This is an optimization exercise on Yosys and OpenROAD, whose aim is small area, a short achievable clock period and few clock cycles, not a production implementation.
In this exercise RTL edits were held to simulation tests only and were not proved equivalent to the original.
No activity file was given, so power comes from the tool's default toggle rates.

==> flow/design.v <==
package cdq_pkg;
  localparam int unsigned DATA_W    = 32;
  localparam int unsigned OP_W      = 2;
  localparam int unsigned DEPTH_DEF = 16;
  typedef enum logic [OP_W-1:0] {
    OP_PUSH_REAR  = 2'd0,
    OP_PUSH_FRONT = 2'd1,
    OP_POP_FRONT  = 2'd2,
    OP_POP_REAR   = 2'd3
  } op_e;
  typedef enum logic {
    ST_IDLE = 1'b0,
    ST_EXEC = 1'b1
  } state_e;
  typedef struct packed {
    logic capture;   
    logic commit;    
  } cdq_cmd_t;
endpackage
module cdq_ctrl (
  input  logic              clk_i,
  input  logic              rst_ni,
  input  logic              in_valid_i,
  output logic              in_ready_o,
  output logic              out_valid_o,
  input  logic              out_ready_i,
  output cdq_pkg::cdq_cmd_t cmd_o
);
  cdq_pkg::state_e state_q;
  cdq_pkg::state_e state_d;
  logic   out_valid_q, out_valid_d;
  logic   out_free;
  assign out_free = !out_valid_q || out_ready_i;
  always_comb begin
    state_d = state_q;
    case (state_q)
      cdq_pkg::ST_IDLE: begin
        if (in_valid_i) state_d = cdq_pkg::ST_EXEC;
      end
      cdq_pkg::ST_EXEC: begin
        if (out_free) state_d = cdq_pkg::ST_IDLE;
      end
      default: state_d = cdq_pkg::ST_IDLE;
    endcase
  end
  always_comb begin
    in_ready_o    = 1'b0;
    cmd_o.capture = 1'b0;
    cmd_o.commit  = 1'b0;
    case (state_q)
      cdq_pkg::ST_IDLE: begin
        in_ready_o    = 1'b1;
        cmd_o.capture = in_valid_i;
      end
      cdq_pkg::ST_EXEC: begin
        cmd_o.commit = out_free;
      end
      default: ;
    endcase
  end
  always_comb begin
    out_valid_d = out_valid_q;
    if (cmd_o.commit) out_valid_d = 1'b1;
    else if (out_ready_i) out_valid_d = 1'b0;
  end
  always_ff @(posedge clk_i or negedge rst_ni) begin
    if (!rst_ni) begin
      state_q     <= cdq_pkg::ST_IDLE;
      out_valid_q <= 1'b0;
    end else begin
      state_q     <= state_d;
      out_valid_q <= out_valid_d;
    end
  end
  assign out_valid_o = out_valid_q;
endmodule
module cdq_datapath #(
  parameter int unsigned DEPTH = cdq_pkg::DEPTH_DEF
) (
  input  logic                             clk_i,
  input  logic                             rst_ni,
  input  cdq_pkg::cdq_cmd_t                cmd_i,
  input  logic [cdq_pkg::OP_W-1:0]         operation_i,
  input  logic signed [cdq_pkg::DATA_W-1:0] push_value_i,
  output logic                             status_o,
  output logic signed [cdq_pkg::DATA_W-1:0] popped_value_o,
  output logic                             is_full_o,
  output logic                             is_empty_o
);
  localparam int unsigned AW = (DEPTH > 1) ? $clog2(DEPTH) : 1;
  localparam logic [AW-1:0] LAST = AW'(DEPTH - 1);
  logic [cdq_pkg::DATA_W-1:0] ring_mem [DEPTH];
  logic [AW-1:0]     head_q, head_d, tail_q, tail_d;
  logic              empty_q, empty_d;
  cdq_pkg::op_e               op_q;
  logic [cdq_pkg::DATA_W-1:0] val_q;
  logic [cdq_pkg::DATA_W-1:0] rd_q;
  logic              status_q;
  logic [cdq_pkg::DATA_W-1:0] popped_q;
  logic              full_out_q, empty_out_q;
  logic [AW-1:0]     head_nx, head_pv, tail_nx, tail_pv, tail_d_nx, rd_addr, wr_addr;
  logic              full_now, full_after, is_push, refused, wr_en;
  logic [cdq_pkg::DATA_W-1:0] popped;
  assign head_nx   = (head_q == LAST) ? '0 : head_q + 1'b1;
  assign head_pv   = (head_q == '0) ? LAST : head_q - 1'b1;
  assign tail_nx   = (tail_q == LAST) ? '0 : tail_q + 1'b1;
  assign tail_pv   = (tail_q == '0) ? LAST : tail_q - 1'b1;
  assign tail_d_nx = (tail_d == LAST) ? '0 : tail_d + 1'b1;
  assign full_now   = !empty_q && (tail_nx == head_q);
  assign full_after = !empty_d && (tail_d_nx == head_d);
  assign is_push    = (op_q == cdq_pkg::OP_PUSH_REAR) || (op_q == cdq_pkg::OP_PUSH_FRONT);
  assign rd_addr    = (cdq_pkg::op_e'(operation_i) == cdq_pkg::OP_POP_FRONT) ? head_q : tail_q;
  always_comb begin
    head_d  = head_q;
    tail_d  = tail_q;
    empty_d = empty_q;
    refused = 1'b0;
    wr_en   = 1'b0;
    wr_addr = tail_nx;
    popped  = '0;
    if (is_push) begin
      if (full_now) begin
        refused = 1'b1;
      end else if (empty_q) begin
        head_d  = '0;
        tail_d  = '0;
        empty_d = 1'b0;
        wr_en   = 1'b1;
        wr_addr = '0;
      end else if (op_q == cdq_pkg::OP_PUSH_REAR) begin
        tail_d  = tail_nx;
        wr_en   = 1'b1;
        wr_addr = tail_nx;
      end else begin
        head_d  = head_pv;
        wr_en   = 1'b1;
        wr_addr = head_pv;
      end
    end else begin
      if (empty_q) begin
        refused = 1'b1;
      end else begin
        popped = rd_q;
        if (head_q == tail_q) begin
          head_d  = '0;
          tail_d  = '0;
          empty_d = 1'b1;
        end else if (op_q == cdq_pkg::OP_POP_FRONT) begin
          head_d = head_nx;
        end else begin
          tail_d = tail_pv;
        end
      end
    end
  end
  always_ff @(posedge clk_i) begin
    if (cmd_i.commit && wr_en) ring_mem[wr_addr] <= val_q;
    if (cmd_i.capture) rd_q <= ring_mem[rd_addr];
  end
  always_ff @(posedge clk_i) begin
    if (cmd_i.capture) begin
      op_q  <= cdq_pkg::op_e'(operation_i);
      val_q <= push_value_i;
    end
    if (cmd_i.commit) begin
      status_q    <= refused;
      popped_q    <= popped;
      full_out_q  <= full_after;
      empty_out_q <= empty_d;
    end
  end
  always_ff @(posedge clk_i or negedge rst_ni) begin
    if (!rst_ni) begin
      head_q  <= '0;
      tail_q  <= '0;
      empty_q <= 1'b1;
    end else if (cmd_i.commit) begin
      head_q  <= head_d;
      tail_q  <= tail_d;
      empty_q <= empty_d;
    end
  end
  assign status_o       = status_q;
  assign popped_value_o = popped_q;
  assign is_full_o      = full_out_q;
  assign is_empty_o     = empty_out_q;
endmodule
module circular_deque #(
  parameter int unsigned DEPTH = cdq_pkg::DEPTH_DEF
) (
  input  logic                              clk_i,
  input  logic                              rst_ni,
  input  logic                              req_valid_i,
  output logic                              req_ready_o,
  input  logic [cdq_pkg::OP_W-1:0]          req_operation_i,
  input  logic signed [cdq_pkg::DATA_W-1:0] req_push_value_i,
  output logic                              rsp_valid_o,
  input  logic                              rsp_ready_i,
  output logic                              rsp_status_o,
  output logic signed [cdq_pkg::DATA_W-1:0] rsp_popped_value_o,
  output logic                              rsp_is_full_o,
  output logic                              rsp_is_empty_o
);
  cdq_pkg::cdq_cmd_t cmd;
  cdq_ctrl u_ctrl (
    .clk_i       (clk_i),
    .rst_ni      (rst_ni),
    .in_valid_i  (req_valid_i),
    .in_ready_o  (req_ready_o),
    .out_valid_o (rsp_valid_o),
    .out_ready_i (rsp_ready_i),
    .cmd_o       (cmd)
  );
  cdq_datapath #(
    .DEPTH (DEPTH)
  ) u_datapath (
    .clk_i          (clk_i),
    .rst_ni         (rst_ni),
    .cmd_i          (cmd),
    .operation_i    (req_operation_i),
    .push_value_i   (req_push_value_i),
    .status_o       (rsp_status_o),
    .popped_value_o (rsp_popped_value_o),
    .is_full_o      (rsp_is_full_o),
    .is_empty_o     (rsp_is_empty_o)
  );
endmodule
==> flow/run.sh <==
#!/bin/bash
# synth_recipe.tcl (not shown) runs the flow's synth.tcl, then flattens the netlist and writes it again
# the make line also repeats each setting of config.mk as NAME=value (left out here)
make -C /OpenROAD-flow-scripts/flow DESIGN_CONFIG=/design/flow/config.mk WORK_HOME=/design/flow/orfs CLKGATE_MAP_FILE= SYNTH_SCRIPT=/design/flow/synth_recipe.tcl finish
==> flow/config.mk <==
export PLATFORM = sky130hd
export DESIGN_NAME = circular_deque
export DESIGN_NICKNAME = circular_deque
export VERILOG_FILES = /design/flow/design.v
export SDC_FILE = /design/flow/constraint.sdc
export NUM_CORES = 4
export LEC_CHECK = 0
export CAP_MARGIN = 20
export CORE_MARGIN = 2
export CORE_UTILIZATION = 40
export SLEW_MARGIN = 20
==> flow/constraint.sdc <==
create_clock -name core_clock -period 4.5 [get_ports {clk_i}]
set_input_delay 0.9000 -clock core_clock [delete_from_list [all_inputs] [get_ports {clk_i}]]
set_output_delay 0.9000 -clock core_clock [all_outputs]
set_load 0.01 [all_outputs]
==> impl_metrics.ini <==
[die]
die-height_um = 250
die-area_um2 = 62500
ioPinCount = 75
start_util_pct = 40.3
rows = 90
dieWidth_um = 250
core_region_area_um2 = 60100

[worst_setup_path]
capturing_point_of_the_worst_reg2reg_path = u_datapath.ring_mem[14][17]
critical_path.startpoint_type = flop
worst_setup_path_category = flop to flop
reg2reg_slack_ns = 0.42
rr_worst_depth = 9
endpoint_kind = flop
critical_path_required_ns = 4.78
cp_data_arrival_time_ns = 4.36
crit_fanout = 19
reg2reg_from = u_datapath.tail_q[0]

[logic_synthesis]
synth.largest_area_cell = sky130_fd_sc_hd__edfxtp_1
syn-num-nets = 1266
synth.cells.most_frequent = sky130_fd_sc_hd__edfxtp_1 (613), sky130_fd_sc_hd__mux4_2 (128), sky130_fd_sc_hd__nand2_1 (90)
yosys.cell_count.top_type = sky130_fd_sc_hd__edfxtp_1
ys.flop_type = sky130_fd_sc_hd__edfxtp_1
syn_inst = 1223
synthesis.yosys.warnings = 2
async_reset_ff_share_pct = 1.76
mappedNetlistArea_um2 = 24200
synth.area.top_cells = sky130_fd_sc_hd__edfxtp_1 (76%), sky130_fd_sc_hd__mux4_2 (12%), sky130_fd_sc_hd__and2_1 (1.7%)
ys_seq_area_share_pct = 77.2
synth.ff_latch_count = 624
ys_types = 62
syn_avg_cell_area_um2 = 19.8
synth_enable_flop_cells = 613
post-synth-top-area-fraction_pct = 76.0

[route]
post_drt_wl_per_cell_um = 23.6
routed-via-count = 11900
drt.antenna.violating_nets = 0
detail_route.iter0.violations = 1222
drt_pass1_iterations = 5
viasPerCell = 5.45
drc = 0
routed_wirelength_um = 51500

[sta]
timing.setup.tns_ns = 0
period_minus_slack_ns = 4.08
timing_max_transition_violations_final = 0
fin_worst_hold_slack_ns = 0.515
rsz0062_at_grt = no
normalized_max_slew_margin_pct = 49.7
maxClockFrequency_ghz = 0.245
final_min_period_over_clock_period_pct = 90.6
timing.final.setup_violations = 0
report.final.hold_viol_count = 0
worst_pin_slew_ns = 0.755
final.setup_skew_ns = 0.0261

[cells_and_area]
drive_gt1_share_pct = 21.7
syn_to_final_growth_pct = 17.8
insertedDiodeCount = 0
layout.cell_area.non_filler_um2 = 28500
final_net_count = 1396

[cts]
postCtsResizedCells = 0
cts_inserted_buffers = 66
cts.root.buffer_cell = sky130_fd_sc_hd__clkbuf_16
cts_tree = done
worst_skew_pair.late_latency_ns = 0.59
htreeDepth = 3
cts.sinks = 624
postCtsSetupBuffers = 0
post_cts_hold_buffer_count = 0
clk_path_buf_depth = 3
cts.reportedPaths.clkPinSlew_ns = 0.06

[grt]
grt_antenna_before_repair = 1
grt_overflow = 0
grt_start_max_net_pins = 49
first_global_vias = 12300
grt_pass1_wl_um = 78200
groute.usage.overall_pct = 16.7

[power_and_ir_drop]
power.leakage_nw = 9.11
power.density_cell_area_nw_per_um2 = 633
max-vdd-ir-drop_v = 0.000319

[place]
place.port_buffers = 74
post-dp-hpwl_um = 29000
dpl_cell_area_um2 = 26500
gp_routability_congestion = 0.857

[flow_run]
max_capacitance_violation_count = 0

[status]
run_status = no timing/DRC/antenna violations

[min_path]
holdCritPathClass = flop to flop
hold_depth = 1
hold_path_startpoint = u_datapath.rd_q[9]
hold_path_end = u_datapath.popped_q[9]
through the flow:
stage	utilization (%)	power (W)	std cells	setup slack (ns)
6_report	47.4	0.0180	2181	0.421
5_1_grt	47.4	0.0189	2181	0.136
4_1_cts	47.4	0.0183	2181	0.421
3_5_place_dp	44.0	0.0131	2067	0.458
3_3_place_gp	44.0	0.0130	2067	0.513
2_1_floorplan	-	0.0111	1223	0.202
how the worst max path moves through the flow:
stage	start	endpoint	depth (start not counted)
floorplan	req_valid_i	u_datapath.op_q[0]	1
global placement	u_datapath.tail_q[0]	u_datapath.ring_mem[14][19]	9
detailed placement	u_datapath.tail_q[0]	u_datapath.ring_mem[15][19]	8
CTS	u_datapath.tail_q[0]	u_datapath.ring_mem[15][18]	8
global route	u_datapath.tail_q[0]	u_datapath.ring_mem[14][17]	9
finish	u_datapath.tail_q[0]	u_datapath.ring_mem[14][17]	9
per-layer routing:
layer	vias up	wire length (um)	global-route usage [%]
met5	-	0	0
met4	0	1000	4.94
met3	71	2590	2.86
met2	306	25200	27.2
met1	6266	22700	23.3
li1	5235	-	-
report_power, final:
part	internal, W	switching (W)	total [W]
Clock	0.00304	0.00214	0.00518
Combinational	0.00220	0.00280	0.00499
Sequential	0.00742	0.000450	0.00787
kinds of logic after synthesis:
family | Yosys count | synth area share [%]
AO/OA/AOI/OAI | 143 | 4.02
flip-flops | 624 | 77.2
buffers and inverters | 81 | 1.32
AND/OR/NAND/NOR | 223 | 4.51
multiplexers | 134 | 12.2
XOR/XNOR | 13 | 0.532
adder cells (fa/ha/maj) | 5 | 0.258
final cells by class:
cell class / count / area [um2]
well taps: 782 / 978
clock inverters: 36 / 302
clock buffers: 78 / 1740
flip-flops and latches: 624 / 18700
multi-input cells: 518 / 5390
repair buffers: 130 / 1370
inverters: 13 / 48.8
fillers: 5049 / 31600
placed cells by master (no fill, tap or decap), types with 17 or more instances in the layout:
| cell | instances |
|---|---|
| sky130_fd_sc_hd__edfxtp_1 | 613 |
| sky130_fd_sc_hd__o21ai_0 | 22 |
| sky130_fd_sc_hd__clkbuf_16 | 68 |
| sky130_fd_sc_hd__nand2_1 | 90 |
| sky130_fd_sc_hd__nor2_1 | 17 |
| sky130_fd_sc_hd__buf_12 | 17 |
| sky130_fd_sc_hd__mux4_2 | 128 |
| sky130_fd_sc_hd__clkdlybuf4s50_1 | 74 |
| sky130_fd_sc_hd__and2_1 | 64 |
| sky130_fd_sc_hd__a211oi_1 | 34 |
| sky130_fd_sc_hd__a31oi_1 | 39 |
| sky130_fd_sc_hd__buf_4 | 39 |
| sky130_fd_sc_hd__clkinv_1 | 20 |
critical path, stage by stage (launching register included):
cell	delay, ns
sky130_fd_sc_hd__dfrtp_1	0.53
sky130_fd_sc_hd__ha_1	0.32
sky130_fd_sc_hd__xor3_1	0.46
sky130_fd_sc_hd__or4_1	0.67
sky130_fd_sc_hd__o21ai_2	0.40
sky130_fd_sc_hd__nor2_1	0.10
sky130_fd_sc_hd__o22ai_1	0.24
sky130_fd_sc_hd__nand2_1	0.28
sky130_fd_sc_hd__nor2_4	0.52
sky130_fd_sc_hd__buf_12	0.25
sequential cells by signal (all words and copies together), names as in the netlist:
name and cells:
u_datapath.ring_mem 512, u_datapath.popped_q 32, u_datapath.rd_q 32, u_datapath.val_q 32, u_datapath.head_q 4, u_datapath.tail_q 4, u_datapath.op_q 2, u_ctrl.out_valid_q 1
u_ctrl.state_q 1, u_datapath.empty_out_q 1, u_datapath.empty_q 1, u_datapath.full_out_q 1, u_datapath.status_q 1
Testbench counts, summed over its fixed seeds: cycles 32,008.

port drivers added, routing unchanged:
The results above use ideal ports. As a check the final layout listed here was re-extracted and re-timed, cells and wires unchanged. Step 1: set_driving_cell puts a clkbuf_16 on clk_i and a buf_2 on each other input, an assumption about the parent block. Step 2 also shifts input and output timing later by t, the mid clock arrival at the registers, as if the neighbouring blocks saw the same clock. a / b / c = ideal ports / drivers / drivers and shift; a / b = the first two.
shift t [ns]: 0.639
slack for setup (ns): 0.421 / 0.421 / 0.421
worst data-port slew with drivers (ns): 0.05
After both steps setup and hold are still met in this run. The setup slack of this run moves by 0.000 ns with the drivers and by 0.000 ns with both steps.
